Background: an optimization exercise with open tools, aiming at small area and a short achievable clock period. Do not read the settings as production practice.
Where RTL was checked, it was by simulation tests only, not by an equivalence proof against the original.
Power figures rest on the tool's default switching activity, not on a simulated workload.

==> build 51: inputs <==
==> flow/design.v (excerpt) <==
module cpuTop (
	input logic clk,
	input logic rstN,
	input logic [15:0] instr,  
	input cpuPkg::word_t inBus,
	input cpuPkg::word_t ramRData,
	output cpuPkg::addr_t pc,
	output cpuPkg::addr_t ramAddr,
	output cpuPkg::word_t ramWData,
	output logic ramWe  
);
==> flow/config.mk <==
export PLATFORM = sky130hd
export DESIGN_NAME = cpuTop
export DESIGN_NICKNAME = cpuTop
export VERILOG_FILES = /design/flow/design.v
export SDC_FILE = /design/flow/constraint.sdc
export NUM_CORES = 4
export LEC_CHECK = 0
export CAP_MARGIN = 20
export CORE_MARGIN = 2
export CORE_UTILIZATION = 45
export CTS_BUF_LIST = sky130_fd_sc_hd__clkbuf_8
export CTS_CLUSTER_DIAMETER = 60
export CTS_CLUSTER_SIZE = 20
export SETUP_SLACK_MARGIN = 4.0
export SLEW_MARGIN = 20
export SYNTH_HIERARCHICAL = 1
export TNS_END_PERCENT = 5
==> flow/constraint.sdc <==
create_clock -name core_clock -period 10.5 [get_ports {clk}]
set_input_delay 2.1000 -clock core_clock [delete_from_list [all_inputs] [get_ports {clk}]]
set_output_delay 2.1000 -clock core_clock [all_outputs]
set_load 0.01 [all_outputs]
standard.sh (not shown) runs the stock make flow with config.mk's settings and CLKGATE_MAP_FILE= SYNTH_SCRIPT=/design/flow/synth_recipe.tcl, a recipe that flattens the netlist after the stock synthesis.
==> flow/flow/run.sh <==
#!/bin/bash
# The standard layout, except that the ports get plain buffers (buf_2) and
# timing repair may not use delay cells. Synthesis runs unchanged first.
set -euo pipefail

PLATFORM_DONT_USE="sky130_fd_sc_hd__probe_p_8 sky130_fd_sc_hd__probec_p_8 sky130_fd_sc_hd__lpflow_bleeder_1 sky130_fd_sc_hd__lpflow_clkbufkapwr_1 sky130_fd_sc_hd__lpflow_clkbufkapwr_16 sky130_fd_sc_hd__lpflow_clkbufkapwr_2 sky130_fd_sc_hd__lpflow_clkbufkapwr_4 sky130_fd_sc_hd__lpflow_clkbufkapwr_8 sky130_fd_sc_hd__lpflow_clkinvkapwr_1 sky130_fd_sc_hd__lpflow_clkinvkapwr_16 sky130_fd_sc_hd__lpflow_clkinvkapwr_2 sky130_fd_sc_hd__lpflow_clkinvkapwr_4 sky130_fd_sc_hd__lpflow_clkinvkapwr_8 sky130_fd_sc_hd__lpflow_decapkapwr_12 sky130_fd_sc_hd__lpflow_decapkapwr_3 sky130_fd_sc_hd__lpflow_decapkapwr_4 sky130_fd_sc_hd__lpflow_decapkapwr_6 sky130_fd_sc_hd__lpflow_decapkapwr_8 sky130_fd_sc_hd__lpflow_inputiso0n_1 sky130_fd_sc_hd__lpflow_inputiso0p_1 sky130_fd_sc_hd__lpflow_inputiso1n_1 sky130_fd_sc_hd__lpflow_inputiso1p_1 sky130_fd_sc_hd__lpflow_inputisolatch_1 sky130_fd_sc_hd__lpflow_isobufsrc_1 sky130_fd_sc_hd__lpflow_isobufsrc_16 sky130_fd_sc_hd__lpflow_isobufsrc_2 sky130_fd_sc_hd__lpflow_isobufsrc_4 sky130_fd_sc_hd__lpflow_isobufsrc_8 sky130_fd_sc_hd__lpflow_isobufsrckapwr_16 sky130_fd_sc_hd__lpflow_lsbuf_lh_hl_isowell_tap_1 sky130_fd_sc_hd__lpflow_lsbuf_lh_hl_isowell_tap_2 sky130_fd_sc_hd__lpflow_lsbuf_lh_hl_isowell_tap_4 sky130_fd_sc_hd__lpflow_lsbuf_lh_isowell_4 sky130_fd_sc_hd__lpflow_lsbuf_lh_isowell_tap_1 sky130_fd_sc_hd__lpflow_lsbuf_lh_isowell_tap_2 sky130_fd_sc_hd__lpflow_lsbuf_lh_isowell_tap_4"
DELAY_CELLS="sky130_fd_sc_hd__clkdlybuf4s15_1 sky130_fd_sc_hd__clkdlybuf4s15_2 sky130_fd_sc_hd__clkdlybuf4s18_1 sky130_fd_sc_hd__clkdlybuf4s18_2 sky130_fd_sc_hd__clkdlybuf4s25_1 sky130_fd_sc_hd__clkdlybuf4s25_2 sky130_fd_sc_hd__clkdlybuf4s50_1 sky130_fd_sc_hd__clkdlybuf4s50_2 sky130_fd_sc_hd__dlygate4sd1_1 sky130_fd_sc_hd__dlygate4sd2_1 sky130_fd_sc_hd__dlygate4sd3_1 sky130_fd_sc_hd__dlymetal6s2s_1 sky130_fd_sc_hd__dlymetal6s4s_1 sky130_fd_sc_hd__dlymetal6s6s_1"

bash standard.sh synth > run_synth.log 2>&1
bash standard.sh "DONT_USE_CELLS=$PLATFORM_DONT_USE $DELAY_CELLS" \
	"BUFFER_PORTS_ARGS=-buffer_cell sky130_fd_sc_hd__buf_2" finish > run_layout.log 2>&1
==> inputs of trial 40, as changes to build 51 <==
--- a/flow/design.v
+++ b/flow/design.v
@@ -144,58 +144,108 @@
 			pc <= target;
 		end else begin
 			pc <= pc + 1'b1;  
 		end
 	end
 endmodule
 `timescale 1ns/1ns
 import cpuPkg::*;
+module fieldInv (
+	input cpuPkg::regAddr_t f,
+	output cpuPkg::regAddr_t fN
+);
+	assign fN = ~f;
+endmodule
+module decLo (
+	input logic [1:0] f,
+	input logic [1:0] fN,
+	output logic [3:0] preN
+);
+	for (genvar j = 0; j < 4; j++) begin : gLine
+		assign preN[j] = ~((j % 2 == 1 ? f[0] : fN[0]) & (j / 2 == 1 ? f[1] : fN[1]));
+	end
+endmodule
+module decHi (
+	input logic [2:0] f,
+	input logic [2:0] fN,
+	output logic [7:0] preN
+);
+	for (genvar k = 0; k < 8; k++) begin : gLine
+		assign preN[k] = ~((k % 2 == 1 ? f[0] : fN[0]) & ((k / 2) % 2 == 1 ? f[1] : fN[1])
+			& (k / 4 == 1 ? f[2] : fN[2]));
+	end
+endmodule
 module regDecode (
 	input cpuPkg::regAddr_t idx,
 	output logic [31:0] hot
 );
-	always_comb begin
-		for (int i = 0; i < 32; i++) begin
-			hot[i] = (idx == 5'(i));
-		end
+	cpuPkg::regAddr_t idxN;
+	logic [3:0] loN;
+	logic [7:0] hiN;
+	fieldInv uInv (.f(idx), .fN(idxN));
+	decLo uLo (.f(idx[1:0]), .fN(idxN[1:0]), .preN(loN));
+	decHi uHi (.f(idx[4:2]), .fN(idxN[4:2]), .preN(hiN));
+	for (genvar i = 0; i < 32; i++) begin : gHot
+		assign hot[i] = ~(loN[i % 4] | hiN[i / 4]);
 	end
 endmodule
+module readTerm3 (
+	input logic d0, s0, d1, s1, d2, s2,
+	output logic yN
+);
+	assign yN = ~((d0 & s0) | (d1 & s1) | (d2 & s2));
+endmodule
 module readGroup8 (
 	input logic [7:0] d,
 	input logic [7:0] s,
 	output logic p
 );
 	assign p = |(d & s);
 endmodule
+module readGroup4 (
+	input logic [3:0] tN,
+	output logic p
+);
+	assign p = ~(&tN);
+endmodule
 module readJoin (
-	input logic [3:0] p,
+	input logic [2:0] p,
 	output logic y
 );
 	assign y = |p;
 endmodule
 module readJoinB (
-	input logic [3:0] p,
+	input logic [2:0] p,
 	input logic bReg,
 	input logic other,  
 	output logic y
 );
 	assign y = ((|p) & bReg) | other;
 endmodule
 module readBit #(parameter bit portB = 1'b0) (
 	input logic [31:0] d,
 	input logic [31:0] hot,
 	input logic bReg,
 	input logic other,
-	output logic [3:0] p,
+	output logic [2:0] p,
 	output logic y
 );
-	for (genvar g = 0; g < 4; g++) begin : gGroup
-		readGroup8 uGroup (.d(d[8*g +: 8]), .s(hot[8*g +: 8]), .p(p[g]));
+	logic [7:0] tN;
+	for (genvar k = 0; k < 8; k++) begin : gTerm
+		readTerm3 uTerm (
+			.d0(d[3*k]), .s0(hot[3*k]),
+			.d1(d[3*k+1]), .s1(hot[3*k+1]),
+			.d2(d[3*k+2]), .s2(hot[3*k+2]),
+			.yN(tN[k])
+		);
 	end
+	readGroup4 uGroup0 (.tN(tN[3:0]), .p(p[0]));
+	readGroup4 uGroup1 (.tN(tN[7:4]), .p(p[1]));
+	readGroup8 uGroup2 (.d(d[31:24]), .s(hot[31:24]), .p(p[2]));
 	if (portB) begin : gB
 		readJoinB uJoin (.p(p), .bReg(bReg), .other(other), .y(y));
 	end else begin : gA
 		readJoin uJoin (.p(p), .y(y));
 	end
 endmodule
 module regFile (
 	input logic clk,
@@ -203,18 +253,18 @@
 	input cpuPkg::wrSel_t wrSel,
 	input logic bReg,  
 	input cpuPkg::word_t otherB,  
 	input cpuPkg::regAddr_t fieldA,
 	input cpuPkg::regAddr_t fieldB,
 	input cpuPkg::word_t wData,
 	output cpuPkg::word_t rdA,  
 	output cpuPkg::word_t rdB,  
-	output logic [15:0][3:0] pA,  
-	output logic [15:0][3:0] pB,  
+	output logic [15:0][2:0] pA,  
+	output logic [15:0][2:0] pB,  
 	output cpuPkg::word_t r1
 );
 	cpuPkg::word_t regs [32];
 	logic [31:0] hotA;
 	logic [31:0] hotB;
 	cpuPkg::word_t wDataG;
 	logic [31:0] load;
 	regDecode uDecA (.idx(fieldA), .hot(hotA));
@@ -248,41 +298,41 @@
 			.d(col), .hot(hotB), .bReg(bReg), .other(otherB[b]), .p(pB[b]), .y(rdB[b])
 		);
 	end
 	assign r1 = regs[1];
 endmodule
 `timescale 1ns/1ns
 import cpuPkg::*;
 module addrBit (
-	input logic [3:0] pA,
-	input logic [3:0] pB,
+	input logic [2:0] pA,
+	input logic [2:0] pB,
 	input logic selA,
 	input logic selB,
 	input logic selI,
 	input logic imm,
 	output logic y
 );
 	assign y = (selA & (|pA)) | (selB & (|pB)) | (selI & imm);
 endmodule
 module wDataBit (
-	input logic [3:0] pA,
+	input logic [2:0] pA,
 	input logic selA,
 	input logic selR1,
 	input logic r1,
 	output logic y
 );
 	assign y = (selA & (|pA)) | (selR1 & r1);
 endmodule
 module operandSel (
 	input logic [5:0] opcode,
 	input cpuPkg::ctrl_t ctrl,
 	input cpuPkg::addr_t operand,
-	input logic [15:0][3:0] pA,
-	input logic [15:0][3:0] pB,
+	input logic [15:0][2:0] pA,
+	input logic [15:0][2:0] pB,
 	input cpuPkg::word_t r1,
 	input cpuPkg::word_t ramRData,
 	input cpuPkg::word_t inBus,
 	output cpuPkg::word_t otherB,  
 	output cpuPkg::addr_t ramAddr,
 	output cpuPkg::word_t ramWData
 );
 	cpuPkg::word_t other;  
@@ -330,17 +380,17 @@
 	output logic ramWe  
 );
 	logic [5:0] opcode;
 	cpuPkg::addr_t operand;
 	cpuPkg::ctrl_t ctrl;
 	logic isJmp, isBgz, isBez;
 	logic r1Zero, branch;
 	cpuPkg::word_t rdA, rdB, r1, otherB, result;
-	logic [15:0][3:0] pA, pB;
+	logic [15:0][2:0] pA, pB;
 	assign opcode = instr[15:10];
 	assign operand = instr[9:0];
 	ctrlUnit uCtrl (
 		.opcode(opcode),
 		.rstN(rstN),
 		.ctrl(ctrl),
 		.ramWe(ramWe),
 		.isJmp(isJmp),
==> flow/flow/run.sh (replaced) <==
#!/bin/bash
# The standard layout, except that the ports get plain buffers (buf_2),
# timing repair may not use delay cells, and clock tree synthesis inserts no
# dummy loads. Synthesis runs unchanged first.
set -euo pipefail

PLATFORM_DONT_USE="sky130_fd_sc_hd__probe_p_8 sky130_fd_sc_hd__probec_p_8 sky130_fd_sc_hd__lpflow_bleeder_1 sky130_fd_sc_hd__lpflow_clkbufkapwr_1 sky130_fd_sc_hd__lpflow_clkbufkapwr_16 sky130_fd_sc_hd__lpflow_clkbufkapwr_2 sky130_fd_sc_hd__lpflow_clkbufkapwr_4 sky130_fd_sc_hd__lpflow_clkbufkapwr_8 sky130_fd_sc_hd__lpflow_clkinvkapwr_1 sky130_fd_sc_hd__lpflow_clkinvkapwr_16 sky130_fd_sc_hd__lpflow_clkinvkapwr_2 sky130_fd_sc_hd__lpflow_clkinvkapwr_4 sky130_fd_sc_hd__lpflow_clkinvkapwr_8 sky130_fd_sc_hd__lpflow_decapkapwr_12 sky130_fd_sc_hd__lpflow_decapkapwr_3 sky130_fd_sc_hd__lpflow_decapkapwr_4 sky130_fd_sc_hd__lpflow_decapkapwr_6 sky130_fd_sc_hd__lpflow_decapkapwr_8 sky130_fd_sc_hd__lpflow_inputiso0n_1 sky130_fd_sc_hd__lpflow_inputiso0p_1 sky130_fd_sc_hd__lpflow_inputiso1n_1 sky130_fd_sc_hd__lpflow_inputiso1p_1 sky130_fd_sc_hd__lpflow_inputisolatch_1 sky130_fd_sc_hd__lpflow_isobufsrc_1 sky130_fd_sc_hd__lpflow_isobufsrc_16 sky130_fd_sc_hd__lpflow_isobufsrc_2 sky130_fd_sc_hd__lpflow_isobufsrc_4 sky130_fd_sc_hd__lpflow_isobufsrc_8 sky130_fd_sc_hd__lpflow_isobufsrckapwr_16 sky130_fd_sc_hd__lpflow_lsbuf_lh_hl_isowell_tap_1 sky130_fd_sc_hd__lpflow_lsbuf_lh_hl_isowell_tap_2 sky130_fd_sc_hd__lpflow_lsbuf_lh_hl_isowell_tap_4 sky130_fd_sc_hd__lpflow_lsbuf_lh_isowell_4 sky130_fd_sc_hd__lpflow_lsbuf_lh_isowell_tap_1 sky130_fd_sc_hd__lpflow_lsbuf_lh_isowell_tap_2 sky130_fd_sc_hd__lpflow_lsbuf_lh_isowell_tap_4"
DELAY_CELLS="sky130_fd_sc_hd__clkdlybuf4s15_1 sky130_fd_sc_hd__clkdlybuf4s15_2 sky130_fd_sc_hd__clkdlybuf4s18_1 sky130_fd_sc_hd__clkdlybuf4s18_2 sky130_fd_sc_hd__clkdlybuf4s25_1 sky130_fd_sc_hd__clkdlybuf4s25_2 sky130_fd_sc_hd__clkdlybuf4s50_1 sky130_fd_sc_hd__clkdlybuf4s50_2 sky130_fd_sc_hd__dlygate4sd1_1 sky130_fd_sc_hd__dlygate4sd2_1 sky130_fd_sc_hd__dlygate4sd3_1 sky130_fd_sc_hd__dlymetal6s2s_1 sky130_fd_sc_hd__dlymetal6s4s_1 sky130_fd_sc_hd__dlymetal6s6s_1"

bash standard.sh synth > run_synth.log 2>&1
bash standard.sh "DONT_USE_CELLS=$PLATFORM_DONT_USE $DELAY_CELLS" \
	"BUFFER_PORTS_ARGS=-buffer_cell sky130_fd_sc_hd__buf_2" \
	"CTS_ARGS=-sink_clustering_enable -repair_clock_nets -sink_clustering_size 16 -sink_clustering_max_diameter 50 -buf_list sky130_fd_sc_hd__clkbuf_8 -dont_use_dummy_load" \
	finish > run_layout.log 2>&1
Settings changed: CORE_UTILIZATION 45 to 58, CTS_CLUSTER_DIAMETER 60 to 50, CTS_CLUSTER_SIZE 20 to 16, SETUP_SLACK_MARGIN 4.0 to 4.25.
==> reports/qor.csv <==
metric;value;unit
crit_family;simple AND/OR/NAND/NOR gates;
routabilityCongestion;0.986;
routed_via_density;7.27;
die_w;244;um
r2r_end;uRegs.regs[19][9];
buf_share;4.73;%
nNonClkInverters;26;
status;no timing/DRC/antenna violations;
the above is filed under build 51

==> reports/qor.csv <==
metric;value;unit
r2r_end;uRegs.regs[24][14];
grt_use_total;44.4;%
buf_share;8.00;%
p_sw;0.00222;W
pwr-share-comb;30.6;%
clk-insertion-delay-late;710;ps
routabilityCongestion;1.04;
cts_buffers;45;
nNonClkInverters;38;
status;no timing/DRC/antenna violations;
hp-start;uPc.pc[9];
die_w;213;um
crit_family;buffers and inverters;
the above is filed under trial 40

The RTL of build 51 was laid out without a check of its function.

[what the ideal ports hide]
Ports are ideal in the flow. The routed layouts listed here were re-timed in OpenROAD.
Step 1: set_driving_cell puts a clkbuf_16 on clk and a buf_2 on each other input, an assumption about the parent block.
Step 2 adds t to the input delays and takes it off the output delays; t is the mean of the earliest and latest rising clock arrival at the registers after step 1. Input paths then give back, and output paths get back, about the clock's delay inside the block.
Three values: ideal, step 1, step 2; two values: the first two.
| run | shift t [ns] | slack for setup (ns) | worst data-port slew with drivers (ns) | pins driven straight from the clock port |
|---|---|---|---|---|
| build 51 | 0.719 | 3.788 / 3.761 / 3.233 | 0.06 | 1 |
| trial 40 | 0.692 | 3.855 / 3.806 / 3.372 | 0.08 | 1 |
After both steps every run listed still meets setup and hold. The setup slack of build 51, which loses most, moves by -0.027 ns with the drivers and by -0.555 ns with both steps.
